This design comes from an exercise in tuning for small area and a short achievable clock period on the open sky130 flow, not from production work.
RTL that was checked went through simulation tests only; none was proved equivalent to the original.

Setup of run C:
==> module loop_filter, before the edit <==
module loop_filter (
   input  logic                                     clk,
   input  logic                                     rst_accum_all,
   input  logic                                     accum_clr,
   input  logic [adpll_cfg_pkg::FCWW-1:0]           fcw,
   input  logic [adpll_cfg_pkg::INTW-1:0]           tdc_word,
   input  adpll_types_pkg::filt_cfg_s               filt,
   output logic signed [adpll_cfg_pkg::OTWW-1:0]    otw_round
);
   localparam int N = adpll_cfg_pkg::ACCW;
   function automatic logic [19:0] sh20(input logic [26:0] x, input logic [3:0] s);
      logic [26:0] a8;
      logic [22:0] a4;
      logic [20:0] a2;
      logic [19:0] a1;
      for (int i = 0; i < 27; i++) a8[i] = s[3] ? x[(i+8 > 26) ? 26 : i+8] : x[i];
      for (int i = 0; i < 23; i++) a4[i] = s[2] ? a8[i+4] : a8[i];
      for (int i = 0; i < 21; i++) a2[i] = s[1] ? a4[i+2] : a4[i];
      for (int i = 0; i < 20; i++) a1[i] = s[0] ? a2[i+1] : a2[i];
      sh20 = a1;
   endfunction
   logic                  clr;
   logic signed [N-1:0]   acc_d, acc_q;
   logic signed [N-1:0]   iir_q [1:3];
   logic signed [N-1:0]   iir_d [0:3];
   logic signed [N-1:0]   tap;
   logic signed [N-1:0]   integ_d, integ_q;
   assign clr = rst_accum_all | accum_clr;
   logic [12:0] hs, hc;
   logic [12:0] hx, hy;
   assign hx = {1'b0, fcw[25:14]};
   assign hy = ~{1'b0, tdc_word};
   assign hs = acc_q[26:14] ^ hx ^ hy;
   assign hc = (acc_q[26:14] & hx) | (acc_q[26:14] & hy) | (hx & hy);
   logic [N:0] acc_c;
   lf_add #(.W(N)) u_acc (
      .a({hs, acc_q[13:0]}), .b({hc[11:0], 1'b1, fcw[13:0]}), .ci(1'b0),
      .s(acc_d), .c(acc_c)
   );
   assign iir_d[0] = acc_d;
   for (genvar k = 1; k <= 3; k++) begin : g_iir
      logic signed [N-1:0] ysh, xsh;
      logic [N:0] ic;
      assign ysh = iir_q[k] >>> filt.lambda;
      assign xsh = iir_d[k-1] >>> filt.lambda;
      logic [N-1:0] cs_s, cs_c;
      assign cs_s = xsh ^ iir_q[k] ^ ~ysh;
      assign cs_c = (xsh & iir_q[k]) | (xsh & ~ysh) | (iir_q[k] & ~ysh);
      lf_add #(.W(N)) u_i (
         .a(cs_s), .b({cs_c[N-2:0], 1'b1}), .ci(1'b0), .s(iir_d[k]), .c(ic)
      );
   end
   always_comb begin
      case (filt.iir_n)
         2'd0:    tap = iir_d[0];
         2'd1:    tap = iir_d[1];
         2'd2:    tap = iir_d[2];
         default: tap = iir_d[3];
      endcase
   end
   logic [N:0] int_c;
   logic [N-1:0] tap_g;
   assign tap_g = filt.en_integral ? tap : '0;
   lf_add #(.W(N)) u_int (
      .a(tap_g), .b(integ_q), .ci(1'b0), .s(integ_d), .c(int_c)
   );
   always_ff @(posedge clk) begin
      if (clr) begin
         acc_q    <= '0;
         iir_q[1] <= '0;
         iir_q[2] <= '0;
         iir_q[3] <= '0;
         integ_q  <= '0;
      end else begin
         acc_q    <= acc_d;
         iir_q[1] <= iir_d[1];
         iir_q[2] <= iir_d[2];
         iir_q[3] <= iir_d[3];
         integ_q  <= integ_d;
      end
   end
   logic [19:0] pa, pb, ps, pc, ntw;
   logic [20:0] ntw_c;
   assign pa  = sh20(tap, filt.alpha);
   assign pb  = filt.en_integral ? sh20(integ_d, filt.beta) : 20'd0;
   assign ps  = pa ^ pb ^ 20'd64;
   assign pc  = (pa & pb) | ((pa | pb) & 20'd64);
   lf_add #(.W(20)) u_ntw (
      .a(ps), .b({pc[18:0], 1'b0}), .ci(1'b0), .s(ntw), .c(ntw_c)
   );
   assign otw_round = ntw[19:7];
endmodule
export LEC_CHECK = 0
export ABC_AREA = 1
export CAP_MARGIN = 20
export CORE_MARGIN = 2
export CORE_UTILIZATION = 60
export PLACE_DENSITY = 0.75
export SETUP_SLACK_MARGIN = 2
export SLEW_MARGIN = 20
create_clock -name core_clock -period 33.0 [get_ports {clk}]
standard.sh (not shown) runs the stock make flow with config.mk's settings and CLKGATE_MAP_FILE= SYNTH_SCRIPT=/design/flow/synth_recipe.tcl, a recipe that flattens the netlist after the stock synthesis.
==> flow/flow/run.sh <==
#!/bin/bash
# The standard layout (standard.sh: unchanged synthesis, floorplan, placement,
# CTS, routing), with two settings changed:
#  - the port buffers are plain buf_1 cells instead of the delay buffers the
#    resizer picks by default (every port still gets its own buffer);
#  - CTS uses clkbuf_16 with larger sink clusters and no dummy loads.
# The whole ORFS run's output goes to standard_flow.log here; ORFS also keeps
# each step's own log under orfs/logs/.
set -euo pipefail
export BUFFER_PORTS_ARGS="-buffer_cell sky130_fd_sc_hd__buf_1"
export CTS_ARGS="-sink_clustering_enable -repair_clock_nets -buf_list sky130_fd_sc_hd__clkbuf_16 -dont_use_dummy_load -sink_clustering_size 20 -sink_clustering_max_diameter 120"
bash standard.sh finish > standard_flow.log 2>&1
For run Y, these inputs were changed with respect to run C:
-- flow/design.v --
<<< run C, line 145
   assign iir_d[0] = acc_d;
   for (genvar k = 1; k <= 3; k++) begin : g_iir
      logic signed [N-1:0] ysh, xsh;
      logic [N:0] ic;
      assign ysh = iir_q[k] >>> filt.lambda;
      assign xsh = iir_d[k-1] >>> filt.lambda;
      logic [N-1:0] cs_s, cs_c;
      assign cs_s = xsh ^ iir_q[k] ^ ~ysh;
      assign cs_c = (xsh & iir_q[k]) | (xsh & ~ysh) | (iir_q[k] & ~ysh);
      lf_add #(.W(N)) u_i (
         .a(cs_s), .b({cs_c[N-2:0], 1'b1}), .ci(1'b0), .s(iir_d[k]), .c(ic)
>>> run Y, line 145
   assign iir_d[0] = acc_d;
   for (genvar k = 1; k <= 3; k++) begin : g_iir
      logic signed [N-1:0] ynsh, xsh;
      logic [N:0] ic;
      assign ynsh = $signed(~iir_q[k]) >>> filt.lambda;
      assign xsh  = iir_d[k-1] >>> filt.lambda;
      logic [N-1:0] cs_s, cs_c;
      assign cs_s = xsh ^ iir_q[k] ^ ynsh;
      assign cs_c = (xsh & iir_q[k]) | (xsh & ynsh) | (iir_q[k] & ynsh);
      lf_add #(.W(N)) u_i (
         .a(cs_s), .b({cs_c[N-2:0], 1'b1}), .ci(1'b0), .s(iir_d[k]), .c(ic)
Findings:
- Looking at the reports, run Y completed the entire flow and the layout it produced met the timing, DRC and antenna checks.
- Comparing run Y and run C, critical path depth is higher on run Y.
- Actual transition at the worst max-transition pin, run Y and run C, higher one = run C.
- Cell total after placement on run Y is down relative to run C.
- Routed wirelength normalized by instance count in run Y vs run C: up 1.8%
- Run Y has pin count of the biggest net entering global routing above what run C had.
- Comparing run Y and run C, the higher global routing usage on met1 is on run C.
- Going from run C to run Y, the maximum net fanout on the critical path was found to have gone down by 58.
- Comparing run Y and run C, the lower post-route fraction of the period consumed by the critical path is on run C.
- Relative area change from synthesis to final layout: run Y and run C compared, lower one is run Y

adpll_ctrl, a different RTL version from the one above (not shown whole).
Size in the first run: ~4,200 cells after synthesis, ~220 flip-flops, ~120 I/O pins.
==> module adpll_ctrl, before the edit <==
module adpll_ctrl (
   input  logic         clk,
   input  logic         rst_accum_all,
   input  logic [25:0]  fcw,
   input  logic [1:0]   adpll_mode,
   input  logic [11:0]  tdc_word,
   input  logic [29:0]  coefs,
   input  logic [23:0]  test,
   output logic [20:0]  dco_words,
   output logic [2:0]   pwr,
   output logic         channel_lock,
   output logic         channel_sat
);
   adpll_types_pkg::adpll_mode_e           adpll_mode_t;
   adpll_types_pkg::coef_regs_s            coefs_t;
   adpll_types_pkg::test_ctrl_s            test_t;
   adpll_types_pkg::bank_words_s           dco_words_t;
   adpll_types_pkg::pwr_ctrl_s             pwr_t;
   assign adpll_mode_t = adpll_types_pkg::adpll_mode_e'(adpll_mode);
   assign coefs_t      = coefs;
   assign test_t       = test;
   assign dco_words    = dco_words_t;
   assign pwr          = pwr_t;
   logic                                   st_cl, st_cm, st_cs, mode_test;
   adpll_types_pkg::filt_cfg_s             filt;
   logic signed [4:0]                      fixed_l;
   logic signed [7:0]                      fixed_m;
   adpll_types_pkg::pwr_ctrl_s             pwr_seq;
   logic                                   accum_clr;
   logic                                   ld_en, ld_clr;
   logic                                   lock_seen;
   logic signed [7:0]                      lock_word;
   logic signed [adpll_cfg_pkg::OTWW-1:0]  otw_round;
   logic signed [7:0]                      otw_sat;
   assign mode_test = (adpll_mode_t == adpll_types_pkg::MODE_TEST);
   loop_filter #(
      .A_ACC(4), .A_R(4), .A_IIR(4), .A_INT(4), .A_NTW(4)
   ) loop_filter0 (
      .clk(clk), .rst_accum_all(rst_accum_all), .accum_clr(accum_clr),
      .fcw(fcw), .tdc_word(tdc_word), .filt(filt), .otw_round(otw_round)
   );
   acq_sequencer acq_sequencer0 (
      .clk(clk), .rst_accum_all(rst_accum_all), .fcw(fcw), .mode(adpll_mode_t),
      .coefs(coefs_t), .lock_seen(lock_seen), .lock_word(lock_word),
      .st_cl(st_cl), .st_cm(st_cm), .st_cs(st_cs),
      .filt(filt), .accum_clr(accum_clr), .ld_en(ld_en), .ld_clr(ld_clr),
      .fixed_l(fixed_l), .fixed_m(fixed_m), .pwr(pwr_seq), .channel_lock(channel_lock)
   );
   freq_lock_detector freq_lock_detector0 (
      .clk(clk), .rst_accum_all(rst_accum_all), .ld_en(ld_en), .ld_clr(ld_clr),
      .st_cl(st_cl), .otw_sat(otw_sat), .lock_seen(lock_seen), .lock_word(lock_word)
   );
   bank_word_combiner bank_word_combiner0 (
      .st_cl(st_cl), .st_cm(st_cm), .st_cs(st_cs), .mode_test(mode_test),
      .accum_clr(accum_clr), .otw_round(otw_round),
      .fixed_l(fixed_l), .fixed_m(fixed_m), .test(test_t), .otw_sat(otw_sat),
      .dco_words(dco_words_t), .channel_sat(channel_sat)
   );
   assign pwr_t = mode_test ? test_t.pd : pwr_seq;
endmodule
Settings: LEC_CHECK=0, ABC_AREA=1, CAP_MARGIN=20, CORE_MARGIN=2, CORE_UTILIZATION=40, SLEW_MARGIN=20; clock period 33.0 ns.
Scripts as last shown in full above: flow/flow/run.sh
Rerun with:
--- a/flow/design.v
+++ b/flow/design.v
@@ -518,9 +518,9 @@
    logic signed [adpll_cfg_pkg::OTWW-1:0]  otw_round;
    logic signed [7:0]                      otw_sat;
    assign mode_test = (adpll_mode_t == adpll_types_pkg::MODE_TEST);
    loop_filter #(
-      .A_ACC(4), .A_R(4), .A_IIR(4), .A_INT(4), .A_NTW(4)
+      .A_ACC(3), .A_R(3), .A_IIR(3), .A_INT(3), .A_NTW(3)
    ) loop_filter0 (
       .clk(clk), .rst_accum_all(rst_accum_all), .accum_clr(accum_clr),
       .fcw(fcw), .tdc_word(tdc_word), .filt(filt), .otw_round(otw_round)
    );
Count of clock-buffer cells in the layout does not change.
Final area is lower by 1.9%.
Sequential cell count is unchanged.
Final cell count came out lower by 2.8%.
Non-clock buffer count climbs by 6.
Critical path depth climbs by 4.
Area after synthesis falls by 2.4%.
Routed wire length is lower by 1.1%.
Worst setup slack loses 490 ps.
Global-route usage goes up by 0.32 points.
Core utilization climbs by 0.20 points.
Die area is lower by 2.4%.
No run of this note included a check of the RTL's function; only the layout flow was run.

[static timing again, ports no longer ideal]
How much do the figures lean on ideal ports? The routed layouts below were timed once more, with nothing changed but the port constraints. Step 1 (the two cells are an assumption about what drives the block):
set clk [get_ports {clk}]
set_driving_cell -lib_cell sky130_fd_sc_hd__clkbuf_16 $clk
set_driving_cell -lib_cell sky130_fd_sc_hd__buf_2 [delete_from_list [all_inputs] $clk]
Step 2 adds t to the input delays and takes it off the output delays; t is the mean of the earliest and latest rising clock arrival at the registers after step 1. Input paths then give back, and output paths get back, about the clock's delay inside the block. Slacks: no drivers / after step 1 / after step 2; pairs: no drivers / after step 1.
run | t (ns) | slack for setup (ns) | worst setup path at the end | latest minus earliest clock arrival (ns) | pins driven straight from the clock port
run C | 0.569 | 3.454 / 3.429 / 3.429 | input to output | 0.061 / 0.061 | 1
run Y | 0.571 | 3.310 / 3.283 / 3.283 | input to output | 0.028 / 0.028 | 1
the first run of note 2 | 0.584 | 2.173 / 2.136 / 2.136 | input to output | 0.046 / 0.047 | 1
the second run of note 2 | 0.573 | 1.680 / 1.656 / 1.656 | input to output | 0.049 / 0.050 | 1
After both steps every run listed still meets setup and hold. For the first run of note 2, which loses most, drivers alone change the setup slack by -0.037 ns; drivers and shift together by -0.037 ns.
